This design comes from an exercise in tuning for small area on the open sky130 flow, not from production work. Function was checked by simulation only, so behaviour that the tests miss may differ from the original. Power and IR drop assume default switching activity. No driver is modelled on the clock port, so clocking that relies on it looks cheaper here than on a real chip.

==> flow/design.v (excerpt) <==
module pipeCpu (
    input  logic        clk,
    input  logic        rstN,
    output logic [31:0] pc,
    input  logic [31:0] inst,
    output logic [31:0] dataAddress,
    output logic [31:0] writeMemData,
    output logic        memRead,
    output logic        memWrite,
    input  logic [31:0] readMemData
);
    logic [2:0]  ph;         
    logic        p2;         
    logic [31:2] pcR;
    logic [27:0] aR;         
    logic [27:0] bR;         
    logic        aluC;
    logic        pcC;
    logic        flag;       
    logic [5:0] op;
    logic [5:0] fn;
    logic [4:0] rs;
    logic [4:0] rt;
    logic [4:0] rd;
    assign op = inst[31:26];
    assign fn = inst[5:0];
    assign rs = inst[25:21];
    assign rt = inst[20:16];
    assign rd = inst[15:11];
    logic isR, rAdd, rSub, rAnd, rOr, rSlt;
    logic iAddiu, iOri, iLui, iLw, iSw, iBeq, iBne, iJ, isBr;
    assign isR    = (op == 6'h00);
    assign rAdd   = isR && (fn == 6'h21);
    assign rSub   = isR && (fn == 6'h23);
    assign rAnd   = isR && (fn == 6'h24);
    assign rOr    = isR && (fn == 6'h25);
    assign rSlt   = isR && (fn == 6'h2a);
    assign iAddiu = (op == 6'h09);
    assign iOri   = (op == 6'h0d);
    assign iLui   = (op == 6'h0f);
    assign iLw    = (op == 6'h23);
    assign iSw    = (op == 6'h2b);
    assign iBeq   = (op == 6'h04);
    assign iBne   = (op == 6'h05);
    assign iJ     = (op == 6'h02);
    assign isBr   = iBeq || iBne;
    logic twoPass;
  ...
For scale: about 1900 cells after synthesis, ~1100 flip-flops, about 160 I/O pins, about 27000 um^2 of cells after synthesis.
export LEC_CHECK = 0
export CAP_MARGIN = 20
export CORE_MARGIN = 2
export CORE_UTILIZATION = 40
export CTS_BUF_LIST = sky130_fd_sc_hd__clkbuf_16
export CTS_CLUSTER_DIAMETER = 100
export CTS_CLUSTER_SIZE = 30
export PLACE_DENSITY = 0.6
export SLEW_MARGIN = 20
create_clock -name core_clock -period 10.0 [get_ports {clk}]
standard.sh (not shown) runs the stock make flow with config.mk's settings and CLKGATE_MAP_FILE= SYNTH_SCRIPT=/design/flow/synth_recipe.tcl, a recipe that flattens the netlist after the stock synthesis.
==> flow/flow/run.sh <==
#!/bin/bash
set -euo pipefail
W=$PWD
{
  printf 'proc abc {args} {\n'
  printf '  set i [lsearch $args -script]\n'
  printf '  if {$i >= 0} { set args [lreplace $args [expr {$i+1}] [expr {$i+1}] %s] }\n' "$W/flow/area.abc"
  printf '  yosys abc {*}$args\n'
  printf '}\n'
  cat synth_recipe.tcl
} > flow_synth.tcl
grep -q 'SYNTH_SCRIPT=' standard.sh
sed "s#SYNTH_SCRIPT=[^ ]*#SYNTH_SCRIPT=$W/flow_synth.tcl#" standard.sh > flow_standard.sh
export BUFFER_PORTS_ARGS="-buffer_cell sky130_fd_sc_hd__buf_1"
export CTS_ARGS="-sink_clustering_enable -repair_clock_nets -sink_clustering_size 36 -sink_clustering_max_diameter 60 -buf_list sky130_fd_sc_hd__clkbuf_16 -root_buf sky130_fd_sc_hd__clkbuf_8 -tree_buf sky130_fd_sc_hd__clkbuf_8 -dont_use_dummy_load"
bash flow_standard.sh > flow_make.log 2>&1
==> flow/flow/area.abc <==
strash
dch -f
amap
topo
stime -c
dnsize -c
The starting point passed the timing, DRC and antenna checks.
Edit:
--- a/flow/flow/run.sh
+++ b/flow/flow/run.sh
@@ -1,2 +1,10 @@
 #!/bin/bash
+# Own flow: the standard ORFS layout (standard.sh) with two changes.
+#  1. Synthesis is the standard flow's own script (synth_recipe.tcl, unchanged), except that
+#     ABC maps the logic with the area-oriented script flow/area.abc instead of
+#     ORFS's delay-oriented one. The flip-flops are mapped by dfflibmap before
+#     ABC runs, so the registers, their names and cells are the standard ones.
+#  2. The port buffers that buffer_ports inserts are the smallest buffer cell.
+# Each tool's output goes to ORFS's own per-step logs under orfs/logs; make's
+# output goes to flow_make.log in this folder.
 set -euo pipefail
@@ -14,3 +22,3 @@
 export BUFFER_PORTS_ARGS="-buffer_cell sky130_fd_sc_hd__buf_1"
-export CTS_ARGS="-sink_clustering_enable -repair_clock_nets -sink_clustering_size 36 -sink_clustering_max_diameter 60 -buf_list sky130_fd_sc_hd__clkbuf_16 -root_buf sky130_fd_sc_hd__clkbuf_8 -tree_buf sky130_fd_sc_hd__clkbuf_8 -dont_use_dummy_load"
+export CTS_ARGS="-sink_clustering_enable -repair_clock_nets -sink_clustering_size 30 -sink_clustering_max_diameter 100 -buf_list sky130_fd_sc_hd__clkbuf_16 -dont_use_dummy_load -root_buf sky130_fd_sc_hd__clkbuf_8 -tree_buf sky130_fd_sc_hd__clkbuf_8"
 bash flow_standard.sh > flow_make.log 2>&1
What happened: Area after synthesis is unchanged; wire length barely changes; maximum frequency came out lower by 0.86%; die area does not change; first-iteration DRC count rises by 3.0%; core utilization goes down by 0.29 points; global-route usage stays flat; setup slack gets worse by 75 ps; synthesized cell count stays the same; via count went down by 0.34%.
Edit:
--- a/flow/flow/run.sh
+++ b/flow/flow/run.sh
@@ -22,3 +22,3 @@
 export BUFFER_PORTS_ARGS="-buffer_cell sky130_fd_sc_hd__buf_1"
-export CTS_ARGS="-sink_clustering_enable -repair_clock_nets -sink_clustering_size 30 -sink_clustering_max_diameter 100 -buf_list sky130_fd_sc_hd__clkbuf_16 -dont_use_dummy_load -root_buf sky130_fd_sc_hd__clkbuf_8 -tree_buf sky130_fd_sc_hd__clkbuf_8"
+export CTS_ARGS="-sink_clustering_enable -repair_clock_nets -sink_clustering_size 30 -sink_clustering_max_diameter 100 -buf_list sky130_fd_sc_hd__clkbuf_16 -dont_use_dummy_load"
 bash flow_standard.sh > flow_make.log 2>&1
==> flow/flow/area.abc (replaced) <==
&get -n
&st
&dch
&nf -R 1000
&put
topo
stime -c
dnsize -c
After rerunning: Setup slack is better by 320 ps. Cell area goes up by 0.42%. Power shrinks by 4.4%. Via count falls by 11%. Routed wire length falls by 12%. Global-route usage came out lower by 1.9 points. Worst hold slack is better by 51 ps. Utilization is about the same. Clock-buffer cell count went down by 1.
Edit:
==> flow/flow/run.sh (replaced) <==
#!/bin/bash
set -euo pipefail
W=$PWD
{
  printf 'proc abc {args} {\n'
  printf '  set i [lsearch $args -script]\n'
  printf '  if {$i >= 0} { set args [lreplace $args [expr {$i+1}] [expr {$i+1}] %s] }\n' "$W/flow/area.abc"
  printf '  yosys abc {*}$args\n'
  printf '}\n'
  cat synth_recipe.tcl
} > flow_synth.tcl
grep -q 'SYNTH_SCRIPT=' standard.sh
sed "s#SYNTH_SCRIPT=[^ ]*#SYNTH_SCRIPT=$W/flow_synth.tcl#" standard.sh > flow_standard.sh
export BUFFER_PORTS_ARGS="-buffer_cell sky130_fd_sc_hd__buf_1"
export CTS_ARGS="-sink_clustering_enable -repair_clock_nets -sink_clustering_size 34 -sink_clustering_max_diameter 80 -buf_list sky130_fd_sc_hd__clkbuf_16 -root_buf sky130_fd_sc_hd__clkbuf_8 -tree_buf sky130_fd_sc_hd__clkbuf_8 -dont_use_dummy_load"
bash flow_standard.sh > flow_make.log 2>&1
==> flow/flow/area.abc (replaced) <==
strash
dch -f
amap
topo
stime -c
dnsize -c
What happened: Utilization is about the same; cell count goes up by 0.97%; wire length goes up by 14%.
Edit:
--- a/flow/flow/run.sh
+++ b/flow/flow/run.sh
@@ -1,2 +1,10 @@
 #!/bin/bash
+# Own flow: the standard ORFS layout (standard.sh) with two changes.
+#  1. Synthesis is the standard flow's own script (synth_recipe.tcl, unchanged), except that
+#     ABC maps the logic with the area-oriented script flow/area.abc instead of
+#     ORFS's delay-oriented one. The flip-flops are mapped by dfflibmap before
+#     ABC runs, so the registers, their names and cells are the standard ones.
+#  2. The port buffers that buffer_ports inserts are the smallest buffer cell.
+# Each tool's output goes to ORFS's own per-step logs under orfs/logs; make's
+# output goes to flow_make.log in this folder.
 set -euo pipefail
@@ -14,3 +22,2 @@
 export BUFFER_PORTS_ARGS="-buffer_cell sky130_fd_sc_hd__buf_1"
-export CTS_ARGS="-sink_clustering_enable -repair_clock_nets -sink_clustering_size 34 -sink_clustering_max_diameter 80 -buf_list sky130_fd_sc_hd__clkbuf_16 -root_buf sky130_fd_sc_hd__clkbuf_8 -tree_buf sky130_fd_sc_hd__clkbuf_8 -dont_use_dummy_load"
 bash flow_standard.sh > flow_make.log 2>&1
==> flow/flow/area.abc (replaced) <==
&get -n
&st
&dch
&nf -R 1000
&put
topo
stime -c
dnsize -c
Result: The new run went through all stages and came out clean. Core utilization came out higher by 0.18 points. Sequential power came out lower slightly. Cell area climbs slightly.

The RTL this note starts from:
==> flow/design.v <==
`timescale 1ns/1ps
module pipeCpu (
    input  logic        clk,
    input  logic        rstN,
    output logic [31:0] pc,
    input  logic [31:0] inst,
    output logic [31:0] dataAddress,
    output logic [31:0] writeMemData,
    output logic        memRead,
    output logic        memWrite,
    input  logic [31:0] readMemData
);
    logic [2:0]  ph;         
    logic        p2;         
    logic [31:2] pcR;
    logic [27:0] aR;         
    logic [27:0] bR;         
    logic        aluC;
    logic        pcC;
    logic        flag;       
    logic [5:0] op;
    logic [5:0] fn;
    logic [4:0] rs;
    logic [4:0] rt;
    logic [4:0] rd;
    assign op = inst[31:26];
    assign fn = inst[5:0];
    assign rs = inst[25:21];
    assign rt = inst[20:16];
    assign rd = inst[15:11];
    logic isR, rAdd, rSub, rAnd, rOr, rSlt;
    logic iAddiu, iOri, iLui, iLw, iSw, iBeq, iBne, iJ, isBr;
    assign isR    = (op == 6'h00);
    assign rAdd   = isR && (fn == 6'h21);
    assign rSub   = isR && (fn == 6'h23);
    assign rAnd   = isR && (fn == 6'h24);
    assign rOr    = isR && (fn == 6'h25);
    assign rSlt   = isR && (fn == 6'h2a);
    assign iAddiu = (op == 6'h09);
    assign iOri   = (op == 6'h0d);
    assign iLui   = (op == 6'h0f);
    assign iLw    = (op == 6'h23);
    assign iSw    = (op == 6'h2b);
    assign iBeq   = (op == 6'h04);
    assign iBne   = (op == 6'h05);
    assign iJ     = (op == 6'h02);
    assign isBr   = iBeq || iBne;
    logic twoPass;
    logic ph0;
    logic ph7;
    logic last;
    assign twoPass = rSlt || iLw || iSw || isBr;
    assign ph0     = (ph == 3'd0);
    assign ph7     = (ph == 3'd7);
    assign last    = ph7 && (p2 || !twoPass);
    logic [31:0] rf [1:31];
    logic [31:0][3:0] bot;
    assign bot[0] = 4'd0;
    genvar g;
    generate
        for (g = 1; g < 32; g++) begin : gBot
            assign bot[g] = rf[g][3:0];
        end
    endgenerate
    logic [3:0] rd1;
    logic [3:0] rd2;
    always_comb begin
        rd1 = 4'd0;
        rd2 = 4'd0;
        for (int r = 1; r < 32; r++) begin
            rd1 = rd1 | (bot[r] & {4{rs == r[4:0]}});
            rd2 = rd2 | (bot[r] & {4{rt == r[4:0]}});
        end
    end
    logic       we;
    logic [4:0] wreg;
    logic [3:0] wdata;
    generate
        for (g = 1; g < 32; g++) begin : gReg
            always_ff @(posedge clk) begin
                rf[g] <= {(we && wreg == g) ? wdata : rf[g][3:0], rf[g][31:4]};
            end
        end
    endgenerate
    logic [3:0] iDig;
    logic [3:0] aOp;
    logic [3:0] bSrc;
    logic [3:0] bOp;
    logic       sub;
    logic       cin;
    logic [4:0] sum;
    logic [3:0] alu;
    logic       lt;
    logic [2:0] dIdx;
    logic [3:0] instDig;
    logic [1:0] ePrev;
    assign dIdx    = {ph[2] && !iLui, ph[1:0]};
    assign instDig = inst[{dIdx, 2'b00} +: 4];
    always_comb begin
        if (iLui)                iDig = ph[2] ? instDig : 4'd0;
        else if (iJ || !ph[2])   iDig = instDig;
        else if (iOri)           iDig = 4'd0;
        else                     iDig = {4{inst[15]}};
    end
    assign aOp  = iLui ? 4'd0 : rd1;
    assign bSrc = isR ? rd2 : iDig;
    assign sub  = rSub || rSlt;
    assign bOp  = sub ? ~bSrc : bSrc;
    assign cin  = ph0 ? sub : aluC;
    assign sum  = {1'b0, aOp} + {1'b0, bOp} + {4'd0, cin};
    assign lt   = (aOp[3] ^ bSrc[3]) ? aOp[3] : sum[3];
    always_comb begin
        if (rAnd)                    alu = aOp & bOp;
        else if (rOr || iOri || iLui) alu = aOp | bOp;
        else                         alu = sum[3:0];
    end
    assign memRead  = iLw && !p2 && ph7;
    assign memWrite = iSw && !p2 && ph7;
    assign wreg = isR ? rd : rt;
    always_comb begin
        if (!p2) begin
            we    = rAdd || rSub || rAnd || rOr || rSlt || iAddiu || iOri || iLui || (iLw && ph7);
            if (iLw)       wdata = readMemData[31:28];
            else if (rSlt) wdata = 4'd0;
            else           wdata = alu;
        end else begin
            we    = (iLw && !ph7) || (rSlt && ph0);
            wdata = rSlt ? {3'd0, flag} : aR[3:0];
        end
    end
    logic [3:0]  xDig;
    logic [3:0]  pcDig;
    logic [31:0] pcFull;
    logic        taken;
    logic [3:0]  xOp;
    logic [4:0]  pcSum;
    logic [3:0]  bIn;
    logic [31:0] bNext;
    assign xDig   = {iDig[1:0], ph0 ? 2'b00 : ePrev};
    assign pcFull = {pcR, 2'b11};
    assign pcDig  = pcFull[{ph, 2'b00} +: 4];
    assign taken  = iBeq ? flag : !flag;
    assign xOp    = (isBr && p2 && taken) ? xDig : 4'd0;
    assign pcSum  = {1'b0, pcDig} + {1'b0, xOp} + {4'd0, ph0 | pcC};
    always_comb begin
        if ((iSw || iLw) && !p2) bIn = alu;
        else if (iJ && !ph7)     bIn = xDig;
        else                  bIn = pcSum[3:0];
    end
    assign bNext = {bIn, bR};
    always_ff @(posedge clk or negedge rstN) begin
        if (!rstN) begin
            ph  <= 3'd0;
            p2  <= 1'b0;
        end else begin
            ph <= ph + 3'd1;
            if (ph7) p2 <= twoPass && !p2;
        end
    end
    always_ff @(posedge clk) begin
        if (!rstN)     pcR <= '0;
        else if (last) pcR <= bNext[31:2];
    end
    always_ff @(posedge clk) begin
        aluC <= sum[4];
        pcC  <= pcSum[4];
        bR   <= bNext[31:4];
        ePrev <= iDig[3:2];
        aR   <= {(iSw && !p2) ? rd2 : 4'd0, aR[27:4]} | (memRead ? readMemData[27:0] : 28'd0);
        if (!p2) begin
            if (isBr)     flag <= (ph0 || flag) && (rd1 == rd2);
            else if (ph7) flag <= lt;
        end
    end
    assign pc           = {pcR, 2'b00};
    assign dataAddress  = {alu, bR};
    assign writeMemData = {rd2, aR};
endmodule
export LEC_CHECK = 0
export CAP_MARGIN = 20
export CORE_MARGIN = 2
export CORE_UTILIZATION = 40
export CTS_BUF_LIST = sky130_fd_sc_hd__clkbuf_16
export CTS_CLUSTER_DIAMETER = 100
export CTS_CLUSTER_SIZE = 30
export PLACE_DENSITY = 0.6
export SLEW_MARGIN = 20
create_clock -name core_clock -period 10.0 [get_ports {clk}]
==> flow/flow/run.sh <==
#!/bin/bash
# Own flow: the standard ORFS layout (standard.sh) with three changes.
#  1. Synthesis is the standard flow's own script (synth_recipe.tcl, unchanged), except that
#     ABC maps the logic with the area-oriented script flow/area.abc instead of
#     ORFS's delay-oriented one. The flip-flops are mapped by dfflibmap before
#     ABC runs, so the registers, their names and cells are the standard ones.
#  2. The port buffers that buffer_ports inserts are the smallest buffer cell.
#  3. Clock tree: clkbuf_16 leaf buffers for clusters of up to 34 flip-flops
#     within 120 um, clkbuf_8 for the root and the levels above the leaves,
#     and no dummy loads.
# Each tool's output goes to ORFS's own per-step logs under orfs/logs; make's
# output goes to flow_make.log in this folder.
set -euo pipefail
W=$PWD
{
  printf 'proc abc {args} {\n'
  printf '  set i [lsearch $args -script]\n'
  printf '  if {$i >= 0} { set args [lreplace $args [expr {$i+1}] [expr {$i+1}] %s] }\n' "$W/flow/area.abc"
  printf '  yosys abc {*}$args\n'
  printf '}\n'
  cat synth_recipe.tcl
} > flow_synth.tcl
grep -q 'SYNTH_SCRIPT=' standard.sh
sed "s#SYNTH_SCRIPT=[^ ]*#SYNTH_SCRIPT=$W/flow_synth.tcl#" standard.sh > flow_standard.sh
export BUFFER_PORTS_ARGS="-buffer_cell sky130_fd_sc_hd__buf_1"
export CTS_ARGS="-sink_clustering_enable -repair_clock_nets -sink_clustering_size 34 -sink_clustering_max_diameter 120 -buf_list sky130_fd_sc_hd__clkbuf_16 -root_buf sky130_fd_sc_hd__clkbuf_8 -tree_buf sky130_fd_sc_hd__clkbuf_8 -dont_use_dummy_load"
bash flow_standard.sh > flow_make.log 2>&1
==> flow/flow/area.abc <==
&get -n
&st
&dch
&nf -R 1000
&st
&dch
&nf -R 1000
&put
topo
stime -c
dnsize -c
Next try:
--- a/flow/flow/run.sh
+++ b/flow/flow/run.sh
@@ -9 +9 @@
-#     within 120 um, clkbuf_8 for the root and the levels above the leaves,
+#     within 80 um, clkbuf_8 for the root and the levels above the leaves,
@@ -26 +26 @@
-export CTS_ARGS="-sink_clustering_enable -repair_clock_nets -sink_clustering_size 34 -sink_clustering_max_diameter 120 -buf_list sky130_fd_sc_hd__clkbuf_16 -root_buf sky130_fd_sc_hd__clkbuf_8 -tree_buf sky130_fd_sc_hd__clkbuf_8 -dont_use_dummy_load"
+export CTS_ARGS="-sink_clustering_enable -repair_clock_nets -sink_clustering_size 34 -sink_clustering_max_diameter 80 -buf_list sky130_fd_sc_hd__clkbuf_16 -root_buf sky130_fd_sc_hd__clkbuf_8 -tree_buf sky130_fd_sc_hd__clkbuf_8 -dont_use_dummy_load"
Settings changed: CORE_UTILIZATION 40 to 55, PLACE_DENSITY 0.6 to 0.7.
What happened: Cell count came out lower by 6.8%. Final area came out lower by 0.75%. Global-route usage came out higher by 6.7 points. Non-clock buffer count came out lower by 1. Maximum frequency came out higher by 1.7%.
Next try:
==> flow/flow/run.sh (replaced) <==
#!/bin/bash
set -euo pipefail
W=$PWD
{
  printf 'proc abc {args} {\n'
  printf '  set i [lsearch $args -script]\n'
  printf '  if {$i >= 0} { set args [lreplace $args [expr {$i+1}] [expr {$i+1}] %s] }\n' "$W/flow/area.abc"
  printf '  yosys abc {*}$args\n'
  printf '}\n'
  cat synth_recipe.tcl
} > flow_synth.tcl
grep -q 'SYNTH_SCRIPT=' standard.sh
sed "s#SYNTH_SCRIPT=[^ ]*#SYNTH_SCRIPT=$W/flow_synth.tcl#" standard.sh > flow_standard.sh
export BUFFER_PORTS_ARGS="-buffer_cell sky130_fd_sc_hd__buf_1"
export CTS_ARGS="-sink_clustering_enable -repair_clock_nets -sink_clustering_size 30 -sink_clustering_max_diameter 100 -buf_list sky130_fd_sc_hd__clkbuf_16 -root_buf sky130_fd_sc_hd__clkbuf_8 -tree_buf sky130_fd_sc_hd__clkbuf_8 -dont_use_dummy_load"
bash flow_standard.sh > flow_make.log 2>&1
==> flow/flow/area.abc (replaced) <==
&get -n
&st
&dch
&nf -R 1000 -p
&st
&dch
&nf -R 1000 -p
&put
topo
stime -c
dnsize -c
Settings changed: CORE_UTILIZATION 55 to 40, PLACE_DENSITY 0.7 to 0.6.
Hold slack gets worse by 0.026 ns. Flip-flop and latch count stays the same. Final area went up slightly. Setup slack loses 0.074 ns.
Next try:
--- a/flow/flow/run.sh
+++ b/flow/flow/run.sh
@@ -1,0 +2,11 @@
+# Own flow: the standard ORFS layout (standard.sh) with three changes.
+#  1. Synthesis is the standard flow's own script (synth_recipe.tcl, unchanged), except that
+#     ABC maps the logic with the area-oriented script flow/area.abc instead of
+#     ORFS's delay-oriented one. The flip-flops are mapped by dfflibmap before
+#     ABC runs, so the registers, their names and cells are the standard ones.
+#  2. The port buffers that buffer_ports inserts are the smallest buffer cell.
+#  3. Clock tree: clkbuf_16 leaf buffers for clusters of up to 34 flip-flops
+#     within 80 um, clkbuf_8 for the root and the levels above the leaves,
+#     and no dummy loads.
+# Each tool's output goes to ORFS's own per-step logs under orfs/logs; make's
+# output goes to flow_make.log in this folder.
@@ -15 +26 @@
-export CTS_ARGS="-sink_clustering_enable -repair_clock_nets -sink_clustering_size 30 -sink_clustering_max_diameter 100 -buf_list sky130_fd_sc_hd__clkbuf_16 -root_buf sky130_fd_sc_hd__clkbuf_8 -tree_buf sky130_fd_sc_hd__clkbuf_8 -dont_use_dummy_load"
+export CTS_ARGS="-sink_clustering_enable -repair_clock_nets -sink_clustering_size 34 -sink_clustering_max_diameter 120 -buf_list sky130_fd_sc_hd__clkbuf_16 -root_buf sky130_fd_sc_hd__clkbuf_8 -tree_buf sky130_fd_sc_hd__clkbuf_8 -dont_use_dummy_load"
==> flow/flow/area.abc (replaced) <==
&get -n
&st
&dch
&nf -R 1000
&st
&dch
&nf -R 1000
&put
topo
stime -c
dnsize -c
Settings changed: CORE_UTILIZATION 40 to 60, PLACE_DENSITY 0.6 to 0.75.
Result: Area after synthesis stays flat. Worst setup slack improves by 0.060 ns. Hold slack is worse by 0.018 ns. Non-clock buffer count shrinks by 4.

## what the ideal ports hide
How much do the figures lean on ideal ports? The routed layouts below were timed once more, with nothing changed but the port constraints.
Step 1 sets driving cells, clkbuf_16 on the clock port and buf_2 on the other inputs (assumed; they add their load-dependent delay and slew).
Step 2 adds t to the input delays and takes it off the output delays; t is the mean of the earliest and latest rising clock arrival at the registers after step 1. Input paths then give back, and output paths get back, about the clock's delay inside the block.
Slacks: no drivers / after step 1 / after step 2; pairs: no drivers / after step 1.
| run | shift t [ns] | setup WS [ns] | worst hold slack (ns) | worst register clock-pin slew, ns | worst data-port slew with drivers (ns) |
|---|---|---|---|---|---|
| the first run of note 1 | 0.760 | 1.348 / 1.307 / 1.307 | 0.239 / 0.239 / 0.239 | 0.12 / 0.12 | 0.09 |
| the second run of note 1 | 0.744 | 1.273 / 1.232 / 1.232 | 0.250 / 0.250 / 0.250 | 0.11 / 0.11 | 0.10 |
| the third run of note 1 | 0.640 | 1.596 / 1.493 / 1.493 | 0.301 / 0.301 / 0.301 | 0.11 / 0.11 | 0.13 |
| the fourth run of note 1 | 0.739 | 1.347 / 1.308 / 1.308 | 0.250 / 0.250 / 0.250 | 0.12 / 0.12 | 0.09 |
| the fifth run of note 1 | 0.649 | 1.585 / 1.483 / 1.483 | 0.321 / 0.321 / 0.321 | 0.11 / 0.11 | 0.12 |
| the first run of note 2 | 0.719 | 1.411 / 1.367 / 1.367 | 0.279 / 0.279 / 0.279 | 0.12 / 0.12 | 0.09 |
| the second run of note 2 | 0.720 | 1.551 / 1.527 / 1.527 | 0.321 / 0.321 / 0.321 | 0.12 / 0.12 | 0.09 |
| the third run of note 2 | 0.748 | 1.477 / 1.434 / 1.434 | 0.295 / 0.295 / 0.295 | 0.11 / 0.11 | 0.07 |
| the fourth run of note 2 | 0.723 | 1.538 / 1.495 / 1.495 | 0.277 / 0.277 / 0.277 | 0.12 / 0.12 | 0.08 |
After both steps setup and hold are still met in every run listed. The setup slack of the third run of note 1, which loses most, moves by -0.103 ns with the drivers and by -0.103 ns with both steps.
